Source: an optimization exercise on an open RTL-to-GDS flow (aim: small area). Production flows keep margins and buffers that such runs may drop.
Function was checked by simulation only, so behaviour that the tests miss may differ from the original.
Power is estimated from default activity; no workload was simulated.

===== flow/flow/run.sh =====
#!/bin/bash
# The standard ORFS layout with three changes:
# - synthesis maps logic with flow/abc_area.script (a stronger area-recovery ABC script) in
#   place of ORFS's abc_area.script; everything else in synthesis is the standard
#   synthesis (synth_recipe.tcl), so the registers and their names are unchanged;
# - every port gets the smallest buffer (buf_1) instead of buffer_ports' default choice;
# - the clock tree is built from clkbuf_4 cells in clusters of at most 9 sinks, without
#   dummy loads (the default uses clkbuf_16 cells).
# Each step's full output goes to synth.log / layout.log here and to ORFS's own logs under orfs/.
set -euo pipefail
here=$(pwd)
rm -rf "$here/scripts_abc"
cp -r "$FLOW_HOME/scripts" "$here/scripts_abc"
cp "$here/flow/abc_area.script" "$here/scripts_abc/abc_area.script"
SCRIPTS_DIR="$here/scripts_abc" bash standard.sh synth > synth.log 2>&1
export BUFFER_PORTS_ARGS="-buffer_cell sky130_fd_sc_hd__buf_1"
export CTS_ARGS="-sink_clustering_enable -repair_clock_nets -buf_list sky130_fd_sc_hd__clkbuf_4 -dont_use_dummy_load -sink_buffer_max_cap_derate 1.0 -sink_clustering_size 9 -sink_clustering_max_diameter 60"
bash standard.sh > layout.log 2>&1

===== flow/config.mk =====
export PLATFORM = sky130hd
export DESIGN_NAME = io_map_sync
export DESIGN_NICKNAME = io_map_sync
export VERILOG_FILES = /design/flow/design.v
export SDC_FILE = /design/flow/constraint.sdc
export NUM_CORES = 4
export LEC_CHECK = 0
export ABC_AREA = 1
export CAP_MARGIN = 20
export CORE_MARGIN = 2
export CORE_UTILIZATION = 50
export SLEW_MARGIN = 20

===== flow/standard.sh =====
#!/bin/bash
# synth_recipe.tcl (not shown) runs the flow's synth.tcl, then flattens the netlist and writes it again
# the make line also repeats each setting of config.mk as NAME=value (left out here)
make -C /OpenROAD-flow-scripts/flow DESIGN_CONFIG=/design/flow/config.mk WORK_HOME=/design/flow/orfs CLKGATE_MAP_FILE= SYNTH_SCRIPT=/design/flow/synth_recipe.tcl "${@:-finish}"

===== flow/design.v =====
module io_map_sync #(
  parameter int PIN_NUM     = 24,
  parameter int CFG_NBIT    = 8,
  parameter int MIPI_GP_NUM = 4,
  parameter int FREQ_GP_NUM = 4,
  parameter int SYNC_STAGES = 2,
  parameter int TURN_CYCLES = 4
) (
  input  logic                        clk,
  input  logic                        rst,
  input  logic [PIN_NUM*CFG_NBIT-1:0] i_cfg,
  input  logic                        i_cfg_vld,
  output logic                        o_cfg_busy,
  output logic                        o_cfg_done,
  output logic                        o_cfg_err,
  input  logic [PIN_NUM-1:0]          o_ioctrl_dir,
  input  logic [PIN_NUM-1:0]          o_ioctrl_db,
  output logic [PIN_NUM-1:0]          i_ioctrl_db,
  input  logic [MIPI_GP_NUM-1:0]      mipi_sclk,
  input  logic [MIPI_GP_NUM-1:0]      mipi_sdo,
  input  logic [MIPI_GP_NUM-1:0]      mipi_sdo_en,
  output logic [MIPI_GP_NUM-1:0]      mipi_sdi,
  output logic [FREQ_GP_NUM-1:0]      freq_io,
  input  logic [PIN_NUM-1:0]          i_io_db,
  output logic [PIN_NUM-1:0]          o_io_dir,
  output logic [PIN_NUM-1:0]          o_io_db
);
  localparam int CW = $clog2(TURN_CYCLES + 2);
  localparam int NW = $clog2(PIN_NUM + 1);
  logic [PIN_NUM-1:0][CFG_NBIT-1:0] cfg, active;
  logic [PIN_NUM-1:0] chg, chg_new, dir_d, db_d, sp, is_gpio, is_mipi;
  logic [PIN_NUM-1:0] r_dir_n, r_db_n;
  logic [SYNC_STAGES-1:0][PIN_NUM-1:0] sync_n;
  logic [PIN_NUM-1:0][MIPI_GP_NUM-1:0] is_sclk, is_sda;
  logic [PIN_NUM-1:0][FREQ_GP_NUM-1:0] is_frq;
  logic [CW-1:0] cnt, cnt_d;
  logic ld, ld_ok, hold_ok, keep_chg, conflict;
  assign cfg = i_cfg;
  assign o_cfg_busy = cnt != '0;
  assign o_cfg_done = cnt == CW'(1);
  assign ld = i_cfg_vld && cnt == '0;
  assign ld_ok = ld && !rst;
  assign hold_ok = !ld && !rst;
  assign keep_chg = cnt > CW'(1) && !rst;
  for (genvar m = 0; m < PIN_NUM; m++) begin : g_pin
    logic [7:0] lo;
    logic hz, blk0, blk1, blk3;
    assign chg_new[m] = cfg[m] != active[m];
    assign hz = active[m][7:5] == 3'd0;
    assign blk0 = hz & active[m][4:3] == 2'b00;
    assign blk1 = hz & active[m][4:3] == 2'b01;
    assign blk3 = hz & active[m][4:3] == 2'b11;
    for (genvar j = 0; j < 8; j++) begin : g_lo
      assign lo[j] = active[m][2:0] == 3'(j);
    end
    assign is_sclk[m] = {4{blk0}} & lo[4:1];
    assign is_sda[m] = {blk1 & lo[0], {3{blk0}} & lo[7:5]};
    assign is_frq[m] = {4{blk3}} & lo[4:1];
    assign is_mipi[m] = |is_sclk[m] | |is_sda[m];
    assign is_gpio[m] = !(is_mipi[m] || |is_frq[m]);
    assign dir_d[m] = (is_gpio[m] & o_ioctrl_dir[m]) | (|is_sclk[m]) |
                      (|(is_sda[m] & mipi_sdo_en));
    assign db_d[m] = (is_gpio[m] & o_ioctrl_db[m]) | (|(is_sclk[m] & mipi_sclk)) |
                     (|(is_sda[m] & mipi_sdo));
  end
  assign o_io_dir = ~(r_dir_n | chg);
  assign o_io_db = ~(r_db_n | chg);
  assign sp = ~(sync_n[SYNC_STAGES-1] | chg);
  always_comb begin
    mipi_sdi = '0;
    freq_io = '0;
    for (int m = 0; m < PIN_NUM; m++) begin
      i_ioctrl_db[m] = is_gpio[m] & sp[m];
      mipi_sdi = mipi_sdi | (is_sda[m] & {MIPI_GP_NUM{sp[m]}});
      freq_io = freq_io | (is_frq[m] & {FREQ_GP_NUM{sp[m]}});
    end
  end
  logic [2*MIPI_GP_NUM-1:0] seen;
  logic [NW-1:0] n_pins, n_seen;
  always_comb begin
    seen = '0;
    n_pins = '0;
    n_seen = '0;
    for (int m = 0; m < PIN_NUM; m++) begin
      seen = seen | {is_sda[m], is_sclk[m]};
      n_pins = n_pins + NW'(is_mipi[m]);
    end
    for (int g = 0; g < 2 * MIPI_GP_NUM; g++) n_seen = n_seen + NW'(seen[g]);
    conflict = n_pins != n_seen;
  end
  always_comb begin
    cnt_d = cnt;
    if (ld) cnt_d = |chg_new ? CW'(TURN_CYCLES + 1) : CW'(1);
    else if (cnt != '0) cnt_d = cnt - CW'(1);
  end
  always_ff @(posedge clk) begin
    for (int m = 0; m < PIN_NUM; m++)
      active[m] <= (cfg[m] & {CFG_NBIT{ld_ok}}) | (active[m] & {CFG_NBIT{hold_ok}});
    chg <= {PIN_NUM{rst}} | (chg_new & {PIN_NUM{ld_ok}}) | (chg & {PIN_NUM{keep_chg}});
    r_dir_n <= ~dir_d;
    r_db_n <= ~db_d;
    sync_n[0] <= ~(i_io_db & {PIN_NUM{!rst}});
    sync_n[SYNC_STAGES-1:1] <= sync_n[SYNC_STAGES-2:0];
    if (rst) begin
      cnt <= '0;
      o_cfg_err <= 1'b0;
    end else begin
      cnt <= cnt_d;
      if (cnt == CW'(1)) o_cfg_err <= conflict;
    end
  end
endmodule

===== flow/flow/abc_area.script =====
&get -n
&st
&dch -f
&nf -R 1000
&st
&dch -f
&nf -R 1000
&put
topo

===== flow/constraint.sdc =====
create_clock -name core_clock -period 7.0 [get_ports {clk}]
set_input_delay 1.4000 -clock core_clock [delete_from_list [all_inputs] [get_ports {clk}]]
set_output_delay 1.4000 -clock core_clock [all_outputs]
set_load 0.01 [all_outputs]

==> run notes, run 1 <==
Post-CTS Setup Repair Bufs=0; f_max=~0.16 GHz; main area contributors after synthesis=dfxtp_1, xor2_1, a22o_1; Placed Instances=roughly 2900; die span in x=~190 µm; post-route cell area=~20000 µm²; first-pass GRT wire length=117 mm; Worst slew margin=approximately 28%; CTS sink count=316; CP Data Arrival Time=6720 ps; CP Class=flip-flop to flip-flop; Rows=69; Min-Delay Endpoint=sync_n[32]; Sw Share=roughly 47%; Slew Limit Fails=0; multi-input logic area=about 12000 µm²; Mapped Area=roughly 18000 µm²; Fin Setup TNS=0 ps; Die Footprint=between 30000 and 40000 µm²; initial antenna violation count=4; Worst R2R Path Depth=16; Initial Util=approximately 50%; CTS resizes=0; startpoint class of the critical path=flip-flop; hpwl dp=between 60 and 70 mm; Crit. End Element=flip-flop; VDD IR max=approximately 660 µV; gr usage total=a little over 40%; Synth async-reset ratio=0%; DR WL/cell=26.8 µm; die height=between 150 and 200 µm; CP Max Fanout=5; final worst path period share=between 80% and 90%; top_reg_cell synth=dfxtp_1; cts hold-fix bufs=0; CTS tree=built; post-layout minimum cycle time=6080 ps; net switching power=between 4 and 5 mW; Final Wtd Congestion=1.08; setup ws final=just over 900 ps; clk slew on worst S/H paths=100 ps; final core occ=around 58%; CTS max path bufs=3; WP data required=approximately 7600 ps; antenna-violating nets left=0; Leakage=7.84 nW; FILL cells=around 3300; RSZ-0062 raised after global routing=false; Worst Tran Pin Value=between 1000 and 1500 ps; I/O pin cnt=362; Int Power=roughly 4.5 mW; sequential share of power=31.1%; Clock power frac=about a tenth; hold path depth=0; Synthesized Nets=~2400; hold path startpoint=sync_n[8]; final setup skew=around 100 ps; largest net degree at the start of global routing=around 190; Storage cell area=between 6000 and 7000 µm²; Max H-tree Level=2; Final Hold Viols=0; Reg-to-Reg Start=active[126]; total power=~8.5 mW; WL final=around 80 mm; Worst Hold Class=flip-flop to flip-flop; Vias/cell=a little under 7; nets=2836; final routed DRC violation total=0; share of cells above drive strength 1=under 10%; flop2flop setup slack=920 ps; Detailed Routing Iterations Pass 1=12; Post-Layout Cell Count=slightly below 3000; Placement Setup Slack=between 1000 and 1500 ps; total CTS buffers=43; register area share after synthesis=35.1%; Port Buf Inserts=~360; vias in the first global route=between 15000 and 20000; leading area contributor after synthesis=dfxtp_1; ranking of synthesized cells by instance count=dfxtp_1, nor2_1, xor2_1, a22o_1, nand2_1; Setup-failing EPs final=0; Post-synth EDFFs=0; max-cap violations=0; Area growth, synth to finish=13.9%; Yosys Warn Count=1; DR vias=20200; Pwr per Cell Area=a little over 400 nW/µm²; Reg-to-Reg End=o_cfg_err; most common cell in the netlist=dfxtp_1; Synth Area per Inst=between 8 and 9 µm²; Fin Hold WS=around 330 ps; Placement Cell Area=20200 µm²; Yosys cell types=50; Yosys top cell area share=roughly a third; Root Buffer=clkbuf_4; combinational share of power=58.3%; clock latency (worst-skew pair)=roughly 800 ps; core footprint=between 30000 and 40000 µm²; grt ovf=0; outcome=timing/DRC/antenna clean; Synth Instances=between 2000 and 2500; post-synthesis register bit count=about 320; DRT iter0 DRCs=just over 3000
-- cells by family after synthesis --
logic type                 share of synthesized area (%)
and+or+nand+nor                                     26.6
AOI/OAI and AO/OA                                   23.5
DFF                                                 35.1
xor gates and xnor gates                            10.9
buffers and inverters                              0.730
adders and majority gates                           3.17
-- critical path, cell delays in order, from the launching register on --
cell	delay, ps
dfxtp_1	340
or3_1	430
nor3_1	710
o21bai_1	290
fa_1	530
fa_1	560
clkinv_1	80
fa_1	510
fa_1	520
clkinv_1	90
fa_1	480
ha_1	250
fa_1	560
xor2_1	160
nand4b_1	130
nor3_1	230
a211oi_1	100
-- state kept, by name, indices dropped and copies added (netlist names) --
register	cells
active	192
chg	24
cnt	3
o_cfg_err	1
r_db_n	24
r_dir_n	24
sync_n	48
-- area by class of cell --
type | instances | area share [%]
inverters | 35 | 0.641
clock buffers | 43 | 1.57
multi-input cells | 1740 | 56.4
repair buffers | 388 | 7.69
well taps | 461 | 2.81
diodes | 1 | 0.0122
flip-flops and latches | 316 | 30.9
-- power by group through the flow --
stage | combinational [mW] | clock (mW) | sequential (mW)
2_1_floorplan | 3.57 | 0 | 2.56
3_3_place_gp | 4.81 | 0 | 2.65
3_5_place_dp | 4.86 | 0 | 2.68
6_report | 4.97 | 0.902 | 2.65
5_1_grt | 5.39 | 0.976 | 2.71
4_1_cts | 4.90 | 0.915 | 2.64
-- metal layers --
layer  up-vias  GRT usage [%]  part of all wire, %
li1       8967              -                    -
met1      9531           53.9                   39
met2      1444           62.2                   43
met3       284           9.03                   12
met4         4           22.1                  6.2
met5         -              0                0.033
-- placed cells by master, fill, tap and decap left out, types with 35 or more instances in the layout --
master / netlist / final
buf_1: 0 / 355
dfxtp_1: 316 / 316
nor2_1: 258 / 257
xor2_1: 206 / 206
a22o_1: 205 / 205
nand2_1: 189 / 189
nor3_1: 179 / 178
nor4_1: 112 / 111
a22oi_1: 83 / 83
a222oi_1: 47 / 47
nand2b_1: 44 / 44
clkbuf_4: 0 / 43
nand3_1: 37 / 37
clkinv_1: 35 / 35
-- how the worst max path moves through the flow --
stage                start        end  slack (ps)  depth (start not counted)
3_5_place_dp   active[126]  o_cfg_err        1010                         17
4_1_cts        active[126]  o_cfg_err         990                         16
6_report       active[126]  o_cfg_err         920                         16
5_1_grt        active[158]  o_cfg_err         590                         19
3_3_place_gp   active[126]  o_cfg_err        1080                         16
2_1_floorplan          rst     cnt[2]        1100                          4
==> run 2, diff against run 1 <==
--- a/flow/config.mk
+++ b/flow/config.mk
@@ -11,2 +11,3 @@
 export CORE_UTILIZATION = 50
+export PLACE_DENSITY = 0.75
 export SLEW_MARGIN = 20
==> run notes, run 2 <==
outcome=timing/DRC/antenna clean (unchanged); nets=2838 (was 2836); Worst Tran Pin Value=1230 ps (was 1070 ps); f_max=0.164 GHz (about the same); main area contributors after synthesis=dfxtp_1, xor2_1, a22o_1 (unchanged); CP Max Fanout=5 (unchanged); final worst path period share=87.2% (was 86.9%); hpwl dp=62.0 mm (was 61.1 mm); Post-synth EDFFs=0 (unchanged); top_reg_cell synth=dfxtp_1 (unchanged); cts hold-fix bufs=0 (unchanged); Yosys top cell area share=35.1% (unchanged); commonest non-fill, non-tap cell in the layout=buf_1 (unchanged); DRT iter0 DRCs=2791 (was 3019); combinational share of power=58.0% (was 58.3%); total CTS buffers=44 (was 43); crit path cell chain=nor3_1 > nand2_1 > nor3_1 > a21o_1 > fa_1 > clkinv_1 > fa_1 > clkinv_1 > fa_1 > clkinv_1 > fa_1 > clkinv_1 > fa_1 > ha_1 > fa_1 > xnor2_1 > xnor2_1 > o21ai_0 > nor3_1 > a211oi_1 (was or3_1 > nor3_1 > o21bai_1 > fa_1 > fa_1 > clkinv_1 > fa_1 > fa_1 > clkinv_1 > fa_1 > ha_1 > fa_1 > xor2_1 > nand4b_1 > nor3_1 > a211oi_1); CP Class=flip-flop to flip-flop (unchanged); Initial Util=50.7% (unchanged); final routed DRC violation total=0 (unchanged); Rows=69 (unchanged); vias in the first global route=19300 (was 19100); Detailed Routing Iterations Pass 1=9 (was 12); Slew Limit Fails=0 (unchanged); Clock power frac=10.8% (was 10.6%); DR WL/cell=27.1 µm (was 26.8 µm); max reg flops=192 (unchanged); Worst slew margin=17.2% (was 28.0%); Sw Share=46.6% (was 47.0%); leading area contributor after synthesis=dfxtp_1 (unchanged); Port Buf Inserts=361 (unchanged); post-route cell area=20500 µm² (about the same); post-synthesis mux area share=0% (unchanged); WL final=80.9 mm (was 80.0 mm); Adder-Cell Fraction of Synth Area=3.17% (unchanged); CP max stage cell=nor3_1 (unchanged); post-synthesis register bit count=316 (unchanged); CTS tree=built (unchanged); Yosys Warn Count=1 (unchanged); Mapped Area=18000 µm² (unchanged); register area share after synthesis=35.1% (unchanged); Post-Synth Simple-Gate Area=26.6% (unchanged); startpoint class of the critical path=flip-flop (unchanged); net switching power=3.96 mW (was 4.01 mW); Post-CTS Setup Repair Bufs=0 (unchanged); wl on met1=31.0 mm (was 31.3 mm); Vias/cell=6.80 (was 6.78); DR vias=20300 (was 20200); Synth Instances=2091 (unchanged); antenna-violating nets left=0 (unchanged); largest net degree at the start of global routing=104 (was 193); initial antenna violation count=6 (was 4); Die Footprint=37500 µm² (unchanged); most common cell in the netlist=dfxtp_1 (unchanged); first-pass GRT wire length=119 mm (was 117 mm); Int Power=4.54 mW (was 4.52 mW); Pwr per Cell Area=414 nW/µm² (was 416 nW/µm²); CTS max path bufs=3 (unchanged); Routed met2 length=35.6 mm (was 34.3 mm); Fin Setup TNS=0 ps (unchanged); Worst Hold Class=flip-flop to flip-flop (unchanged); clk slew on worst S/H paths=110 ps (was 100 ps); Placement Cell Area=20200 µm² (about the same); Final Hold Viols=0 (unchanged); Synth Area per Inst=8.61 µm² (unchanged); Final Wtd Congestion=1.06 (was 1.08); die span in x=194 µm (unchanged); gr usage total=41.4% (was 40.8%); Crit. End Element=flip-flop (unchanged); ranking of synthesized cells by instance count=dfxtp_1, nor2_1, xor2_1, a22o_1, nand2_1 (unchanged); sequential share of power=31.2% (was 31.1%); max-cap violations=0 (unchanged); Leakage=7.86 nW (was 7.84 nW); VDD IR max=490 µV (was 665 µV); WP data required=7620 ps (was 7630 ps); RSZ-0062 raised after global routing=false (unchanged); met3 routed wirelength=9.45 mm (was 9.39 mm); Largest stage delay, worst path=720 ps (was 710 ps); largest family of logic cells by synthesized area=simple AND/OR/NAND/NOR gates (unchanged); Root Buffer=clkbuf_4 (unchanged); post-layout minimum cycle time=6100 ps (was 6080 ps); CTS sink count=316 (unchanged); Biggest register=active (unchanged); Setup-failing EPs final=0 (unchanged); share of cells above drive strength 1=3.29% (was 3.17%); Critical Path Most Common Cell=fa_1 (unchanged); I/O pin cnt=362 (unchanged); core footprint=35500 µm² (unchanged); Yosys cell types=50 (unchanged); die height=194 µm (unchanged); Synthesized Nets=2403 (unchanged); clock latency (worst-skew pair)=790 ps (was 800 ps); CTS resizes=0 (unchanged); most frequent cells in the layout=buf_1, dfxtp_1, nor2_1 (unchanged); Post-Synth XOR/XNOR Area=10.9% (unchanged); largest registers=active (192), sync_n (48) (unchanged); Compound-Gate Fraction of Synth Area=23.5% (unchanged); CP Data Arrival Time=6730 ps (was 6720 ps); Area growth, synth to finish=14.1% (was 13.9%); Max H-tree Level=2 (unchanged); grt ovf=0 (unchanged); top layer in use=met5 (unchanged); final setup skew=43.2 ps (was 102 ps); Synth async-reset ratio=0% (unchanged)
-- run 2: power by group through the flow --
stage	Sequential [mW]	Clock, mW	Combinational (mW)
after global routing	2.71	0.994	5.46
after CTS	2.64	0.929	4.83
after floorplan	2.56	0	3.57
final	2.65	0.920	4.93
after detailed placement	2.68	0	4.80
after global placement	2.65	0	4.75
-- run 2: through the flow --
stage	hold slack [ps]	instances	power [mW]	util (%)	setup WS (ps)
6_report	322	2987	8.50	57.9	898
5_1_grt	327	2986	9.17	57.9	682
4_1_cts	333	2985	8.39	57.9	968
3_5_place_dp	314	2941	7.48	56.9	1030
3_3_place_gp	311	2941	7.40	56.9	1090
2_1_floorplan	310	2091	6.12	-	1100
-- run 2: area by class of cell --
class                           instances  area, µm²
Fill cell                            3330      14900
Multi-Input combinational cell       1740      11600
Sequential cell                       316       6330
Timing Repair Buffer                  389       1600
Tap cell                              461        577
Clock buffer                           44        330
Inverter                               35        131
Antenna cell                            2       5.00
-- run 2: cells by family after synthesis --
family,Yosys count
adder cells (fa/ha/maj),33
flip-flops,316
AO/OA/AOI/OAI,510
XOR/XNOR,223
buffers and inverters,35
AND/OR/NAND/NOR,974
-- run 2: per-layer routing --
layer	GRT usage [%]	vias up
met5	0	-
met4	23.0	2
met3	9.20	289
met2	64.7	1412
met1	53.2	9629
li1	-	8992
-- run 2: final timing paths --
| check | to | start | cells past startpoint | slack [ps] |
|---|---|---|---|---|
| setup / recovery | o_cfg_err | active[142] | 20 | 900 |
| hold / removal | sync_n[47] | sync_n[23] | 0 | 320 |
| setup reg to reg | o_cfg_err | active[142] | 20 | 900 |
| hold reg to reg | sync_n[47] | sync_n[23] | 0 | 320 |
-- run 2: critical path: cells and delay by family, from the launching register on --
kind,cells,cell delay (ps)
buf+inv,4,350
simple gates,4,1440
fa+ha+maj,7,3020
xor+xnor,2,350
compound gates,3,410
flops,1,350
==> run 3, diff against run 2 <==
--- a/flow/config.mk
+++ b/flow/config.mk
@@ -10,4 +10,3 @@
 export CORE_MARGIN = 2
-export CORE_UTILIZATION = 50
-export PLACE_DENSITY = 0.75
+export CORE_UTILIZATION = 45
 export SLEW_MARGIN = 20
==> run notes, run 3 <==
Placement Cell Area=20300 µm² (was 20200 µm²); grt ovf=0 (unchanged); antenna-violating nets left=0 (unchanged); WP data required=7660 ps (was 7620 ps); DR WL/cell=27.1 µm (about the same); Compound-Gate Fraction of Synth Area=23.5% (unchanged); total CTS buffers=44 (unchanged); Synthesized Nets=2403 (unchanged); Vias/cell=6.60 (was 6.80); Initial Util=45.4% (was 50.7%); leading area contributor after synthesis=dfxtp_1 (unchanged); Post-CTS Setup Repair Bufs=0 (unchanged); Post-synth EDFFs=0 (unchanged); CP Data Arrival Time=6730 ps (about the same); max reg flops=192 (unchanged); Detailed Routing Iterations Pass 1=7 (was 9); CTS tree=built (unchanged); Yosys Warn Count=1 (unchanged); Die Footprint=41600 µm² (was 37500 µm²); crit path cell chain=or3_1 > nor3_1 > o21bai_1 > fa_1 > clkinv_1 > fa_1 > clkinv_1 > fa_1 > clkinv_1 > fa_1 > clkinv_1 > fa_1 > ha_1 > fa_1 > xnor2_1 > xnor2_1 > o21ai_0 > nor3_1 > a211oi_1 (was nor3_1 > nand2_1 > nor3_1 > a21o_1 > fa_1 > clkinv_1 > fa_1 > clkinv_1 > fa_1 > clkinv_1 > fa_1 > clkinv_1 > fa_1 > ha_1 > fa_1 > xnor2_1 > xnor2_1 > o21ai_0 > nor3_1 > a211oi_1); Worst slew margin=14.2% (was 17.2%); max-cap violations=0 (unchanged); commonest non-fill, non-tap cell in the layout=buf_1 (unchanged); hpwl dp=64.2 mm (was 62.0 mm); post-layout minimum cycle time=6070 ps (was 6100 ps); ranking of synthesized cells by instance count=dfxtp_1, nor2_1, xor2_1, a22o_1, nand2_1 (unchanged); post-synthesis mux area share=0% (unchanged); Mapped Area=18000 µm² (unchanged); final worst path period share=86.7% (was 87.2%); CP Class=flip-flop to flip-flop (unchanged); Crit. End Element=flip-flop (unchanged); Yosys top cell area share=35.1% (unchanged); most frequent cells in the layout=buf_1, dfxtp_1, nor2_1 (unchanged); largest registers=active (192), sync_n (48) (unchanged); share of cells above drive strength 1=3.32% (was 3.29%); RSZ-0062 raised after global routing=false (unchanged); die span in x=204 µm (was 194 µm); final routed DRC violation total=0 (unchanged); post-synthesis register bit count=316 (unchanged); Setup-failing EPs final=0 (unchanged); Synth async-reset ratio=0% (unchanged); Root Buffer=clkbuf_4 (unchanged); Fin Setup TNS=0 ps (unchanged); clk slew on worst S/H paths=110 ps (about the same); largest net degree at the start of global routing=102 (was 104); Worst Tran Pin Value=1270 ps (was 1230 ps); Slew Limit Fails=0 (unchanged); Yosys cell types=50 (unchanged); CTS sink count=316 (unchanged); nets=2841 (was 2838); top_reg_cell synth=dfxtp_1 (unchanged); cell family with most CP delay=adder cells (unchanged); initial antenna violation count=4 (was 6); core footprint=39600 µm² (was 35500 µm²); CP max stage cell=nor3_1 (unchanged); Final Hold Viols=0 (unchanged); Adder-Cell Fraction of Synth Area=3.17% (unchanged); Final Wtd Congestion=1.03 (was 1.06); Post-Synth Simple-Gate Area=26.6% (unchanged); WL final=82.8 mm (was 80.9 mm); most common cell in the netlist=dfxtp_1 (unchanged); largest family of logic cells by synthesized area=simple AND/OR/NAND/NOR gates (unchanged); Pwr per Cell Area=412 nW/µm² (was 414 nW/µm²); first-pass GRT wire length=120 mm (was 119 mm); Leakage=7.86 nW (about the same); f_max=0.165 GHz (was 0.164 GHz); gr usage total=38.7% (was 41.4%); Post-Synth XOR/XNOR Area=10.9% (unchanged); register area share after synthesis=35.1% (unchanged); Port Buf Inserts=361 (unchanged); total power=8.50 mW (about the same); Critical Path Most Common Cell=fa_1 (unchanged); DRT iter0 DRCs=2699 (was 2791); startpoint class of the critical path=flip-flop (unchanged); outcome=timing/DRC/antenna clean (unchanged); Worst Hold Class=flip-flop to flip-flop (unchanged); I/O pin cnt=362 (unchanged); cts hold-fix bufs=0 (unchanged); Max H-tree Level=2 (unchanged); clock latency (worst-skew pair)=790 ps (about the same); Synth Instances=2091 (unchanged); WP buf/inv=4 (unchanged); Area growth, synth to finish=14.6% (was 14.1%); post-route cell area=20600 µm² (was 20500 µm²); VDD IR max=661 µV (was 490 µV); CP Max Fanout=5 (unchanged); Largest stage delay, worst path=690 ps (was 720 ps); CTS max path bufs=3 (unchanged); final setup skew=48.4 ps (was 43.2 ps); DR vias=20100 (was 20300); Synth Area per Inst=8.61 µm² (unchanged); CTS resizes=0 (unchanged); main area contributors after synthesis=dfxtp_1, xor2_1, a22o_1 (unchanged); Rows=73 (was 69); die height=204 µm (was 194 µm); vias in the first global route=19300 (about the same); Biggest register=active (unchanged)
==> run 3: power by group <==
part / total (mW) / switching, mW / internal, mW
combinational: 4.93 / 2.87 / 2.06
clock: 0.923 / 0.635 / 0.288
sequential: 2.65 / 0.451 / 2.20
total: 8.50 / 3.95 / 4.55
==> run 3: cells by family after synthesis <==
family          count (synthesis)
fa+ha+maj                      33
flops                         316
compound gates                510
xor+xnor                      223
buf+inv                        35
simple gates                  974
==> run 3: layout make-up <==
| class | instances | area [µm²] |
|---|---|---|
| multi-input cells | 1740 | 11600 |
| well taps | 525 | 657 |
| flip-flops and latches | 316 | 6330 |
| repair buffers | 392 | 1610 |
| fillers | 3947 | 19000 |
| diodes | 1 | 2.50 |
| clock buffers | 44 | 330 |
| inverters | 35 | 131 |
==> run 3: through the flow <==
step	std cells	hold slack [ps]	setup WS [ps]	util, %
2_1_floorplan	2091	310	1100	-
3_3_place_gp	3008	310	1090	51.2
3_5_place_dp	3008	312	1020	51.2
4_1_cts	3052	285	1010	52.0
5_1_grt	3053	287	688	52.0
6_report	3053	285	929	52.0
==> run 3: metal layers <==
layer / track usage, % / up-vias / part of all wire (%)
met1: 50.4 / 9640 / 40
met4: 20.8 / 2 / 5.8
li1: - / 9014 / -
met5: 0 / - / 0.016
met2: 60.6 / 1213 / 44
met3: 7.68 / 269 / 10
==> run 3: final timing paths <==
kind | from | endpoint | slack [ps] | cells past startpoint
hold reg to reg | sync_n[22] | sync_n[46] | 280 | 0
setup / recovery | active[174] | o_cfg_err | 930 | 19
setup reg to reg | active[174] | o_cfg_err | 930 | 19
hold / removal | sync_n[22] | sync_n[46] | 280 | 0
==> run 4, diff against run 3 <==
--- a/flow/config.mk
+++ b/flow/config.mk
@@ -11,2 +11,3 @@
 export CORE_UTILIZATION = 45
+export PLACE_DENSITY = 0.85
 export SLEW_MARGIN = 20
==> run notes, run 4 <==
die span in x=204 µm (unchanged); CTS max path bufs=3 (unchanged); Final Wtd Congestion=1.05 (was 1.03); Detailed Routing Iterations Pass 1=8 (was 7); commonest non-fill, non-tap cell in the layout=buf_1 (unchanged); final worst path period share=85.8% (was 86.7%); Synth Instances=2091 (unchanged); Reg-to-Reg End=o_cfg_err (unchanged); Vias/cell=6.69 (was 6.60); FILL cells=3771 (was 3947); Post-CTS Setup Repair Bufs=0 (unchanged); Post-synth EDFFs=0 (unchanged); post-route cell area=20600 µm² (about the same); CTS tree=built (unchanged); Final Hold Viols=0 (unchanged); WP data required=7640 ps (was 7660 ps); Synthesized Nets=2403 (unchanged); clock latency (worst-skew pair)=800 ps (was 790 ps); Reg-to-Reg Start=active[141] (was active[174]); post-synthesis register bit count=316 (unchanged); Pwr per Cell Area=413 nW/µm² (was 412 nW/µm²); Crit. End Element=flip-flop (unchanged); outcome=timing/DRC/antenna clean (unchanged); CTS sink count=316 (unchanged); CP Max Fanout=5 (unchanged); final setup skew=69.3 ps (was 48.4 ps); I/O pin cnt=362 (unchanged); CP Data Arrival Time=6650 ps (was 6730 ps); leading area contributor after synthesis=dfxtp_1 (unchanged); Yosys top cell area share=35.1% (unchanged); cts hold-fix bufs=0 (unchanged); top_reg_cell synth=dfxtp_1 (unchanged); max-cap violations=0 (unchanged); vias in the first global route=19400 (was 19300); Max H-tree Level=2 (unchanged); Biggest register=active (unchanged); main area contributors after synthesis=dfxtp_1, xor2_1, a22o_1 (unchanged); CP Capture Point=o_cfg_err (unchanged); Yosys cell types=50 (unchanged); post-layout minimum cycle time=6000 ps (was 6070 ps); Mapped Area=18000 µm² (unchanged); DR WL/cell=27.2 µm (was 27.1 µm); Synth async-reset ratio=0% (unchanged); Setup-failing EPs final=0 (unchanged); Worst Hold Class=flip-flop to flip-flop (unchanged); Area growth, synth to finish=14.2% (was 14.6%); clk slew on worst S/H paths=110 ps (about the same); Leakage=7.83 nW (was 7.86 nW); ranking of synthesized cells by instance count=dfxtp_1, nor2_1, xor2_1, a22o_1, nand2_1 (unchanged); CTS resizes=0 (unchanged); die height=204 µm (unchanged); most common cell in the netlist=dfxtp_1 (unchanged); Placement Cell Area=20200 µm² (was 20300 µm²); Port Buf Inserts=361 (unchanged); CP Launch Point=active[141] (was active[174]); setup ws final=995 ps (was 929 ps); register area share after synthesis=35.1% (unchanged); DR vias=20400 (was 20100); initial antenna violation count=4 (unchanged); Fin Setup TNS=0 ps (unchanged); Fin Hold WS=306 ps (was 285 ps); final routed DRC violation total=0 (unchanged); CP Class=flip-flop to flip-flop (unchanged); VDD IR max=557 µV (was 661 µV); RSZ-0062 raised after global routing=false (unchanged); total CTS buffers=42 (was 44); most frequent cells in the layout=buf_1, dfxtp_1, nor2_1 (unchanged); largest registers=active (192), sync_n (48) (unchanged); Die Footprint=41600 µm² (unchanged); share of cells above drive strength 1=3.17% (was 3.32%); startpoint class of the critical path=flip-flop (unchanged); Worst slew margin=20.9% (was 14.2%); Yosys Warn Count=1 (unchanged); core footprint=39600 µm² (unchanged); Worst R2R Path Depth=20 (was 19); first-pass GRT wire length=122 mm (was 120 mm); Synth Area per Inst=8.61 µm² (unchanged); Root Buffer=clkbuf_4 (unchanged); gr usage total=38.7% (about the same); DRT iter0 DRCs=2948 (was 2699); Rows=73 (unchanged); hpwl dp=64.3 mm (was 64.2 mm); f_max=0.167 GHz (was 0.165 GHz); Placement Setup Slack=1060 ps (was 1020 ps); Initial Util=45.4% (unchanged); nets=2835 (was 2841); largest net degree at the start of global routing=96 (was 102); hold path depth=0 (unchanged); antenna-violating nets left=0 (unchanged); Worst Tran Pin Value=1160 ps (was 1270 ps); Slew Limit Fails=0 (unchanged); flop2flop setup slack=1000 ps (was 930 ps); max reg flops=192 (unchanged); WL final=83.0 mm (was 82.8 mm); grt ovf=0 (unchanged)
-- run 4: cell counts after synthesis --
Identical to the previous run, type by type.
-- run 4: worst min-delay path by stage --
stage / from / endpoint
3_5_place_dp: sync_n[5] / sync_n[29]
5_1_grt: sync_n[20] / sync_n[44]
3_3_place_gp: sync_n[15] / sync_n[39]
6_report: sync_n[20] / sync_n[44]
2_1_floorplan: sync_n[0] / sync_n[24]
4_1_cts: sync_n[20] / sync_n[44]
-- run 4: cells by family after synthesis --
kind of cell               after synthesis  share of synthesized area, %
buffers and inverters                   35                         0.730
xor gates and xnor gates               223                          10.9
and+or+nand+nor                        974                          26.6
DFF                                    316                          35.1
adders and majority gates               33                          3.17
AOI/OAI and AO/OA                      510                          23.5
-- run 4: through the flow --
step	power (mW)	std cells	utilization, %
6_report	8.48	3049	51.9
4_1_cts	8.37	3046	51.9
2_1_floorplan	6.12	2091	-
3_5_place_dp	7.49	3004	51.1
5_1_grt	9.17	3049	51.9
3_3_place_gp	7.40	3004	51.1
-- run 4: critical path, stage by stage (launching register included) --
cell and delay, ps:
dfxtp_1 350, nor3_1 360, nand2_1 100, nor3_1 670
a21o_1 240, fa_1 260, clkinv_1 110, fa_1 520
clkinv_1 80, fa_1 540, clkinv_1 80, fa_1 540
clkinv_1 80, fa_1 480, ha_1 260, fa_1 460
xnor2_1 210, xnor2_1 130, o21ai_0 100, nor3_1 160
a211oi_1 100
-- run 4: power breakdown --
group	internal [mW]	switching (mW)
sequential	2.20	0.459
clock	0.276	0.618
combinational	2.03	2.90
-- run 4: final cells by class --
type / instances / area [µm²] / share of cell area, %
clock buffers: 42 / 315 / 1.53
flip-flops and latches: 316 / 6330 / 30.8
well taps: 525 / 657 / 3.19
diodes: 3 / 7.51 / 0.0365
inverters: 35 / 131 / 0.639
multi-input cells: 1740 / 11600 / 56.2
repair buffers: 388 / 1570 / 7.62
-- run 4: metal layers --
| layer | global-route usage, % | up-vias | wire (µm) |
|---|---|---|---|
| li1 | - | 8958 | - |
| met1 | 50.1 | 9801 | 33100 |
| met2 | 62.4 | 1375 | 37300 |
| met3 | 7.97 | 259 | 8420 |
| met4 | 16.9 | 2 | 4180 |
| met5 | 0 | - | 11 |

[re-timing with driven ports]
The results above use ideal ports. As a check the final layouts listed here were re-extracted and re-timed, cells and wires unchanged. Step 1, drivers: a clkbuf_16 drives clk and a buf_2 each remaining input, both assumed. Step 2 times the ports against the registers' clock, not the clock port: input delays grow and output delays shrink by t, the midpoint of the rising clock arrivals with the driver on. Slacks: no drivers / after step 1 / after step 2; pairs: no drivers / after step 1.
| run | t (ns) | slack for setup (ns) | worst slew at a driven data input, ns | pins driven straight from the clock port |
|---|---|---|---|---|
| run 1 | 0.810 | 0.915 / 0.915 / 0.915 | 0.05 | 1 |
| run 2 | 0.824 | 0.898 / 0.898 / 0.898 | 0.06 | 1 |
| run 3 | 0.836 | 0.929 / 0.929 / 0.929 | 0.07 | 1 |
| run 4 | 0.825 | 0.995 / 0.995 / 0.995 | 0.07 | 1 |
After both steps every run listed still meets setup and hold.
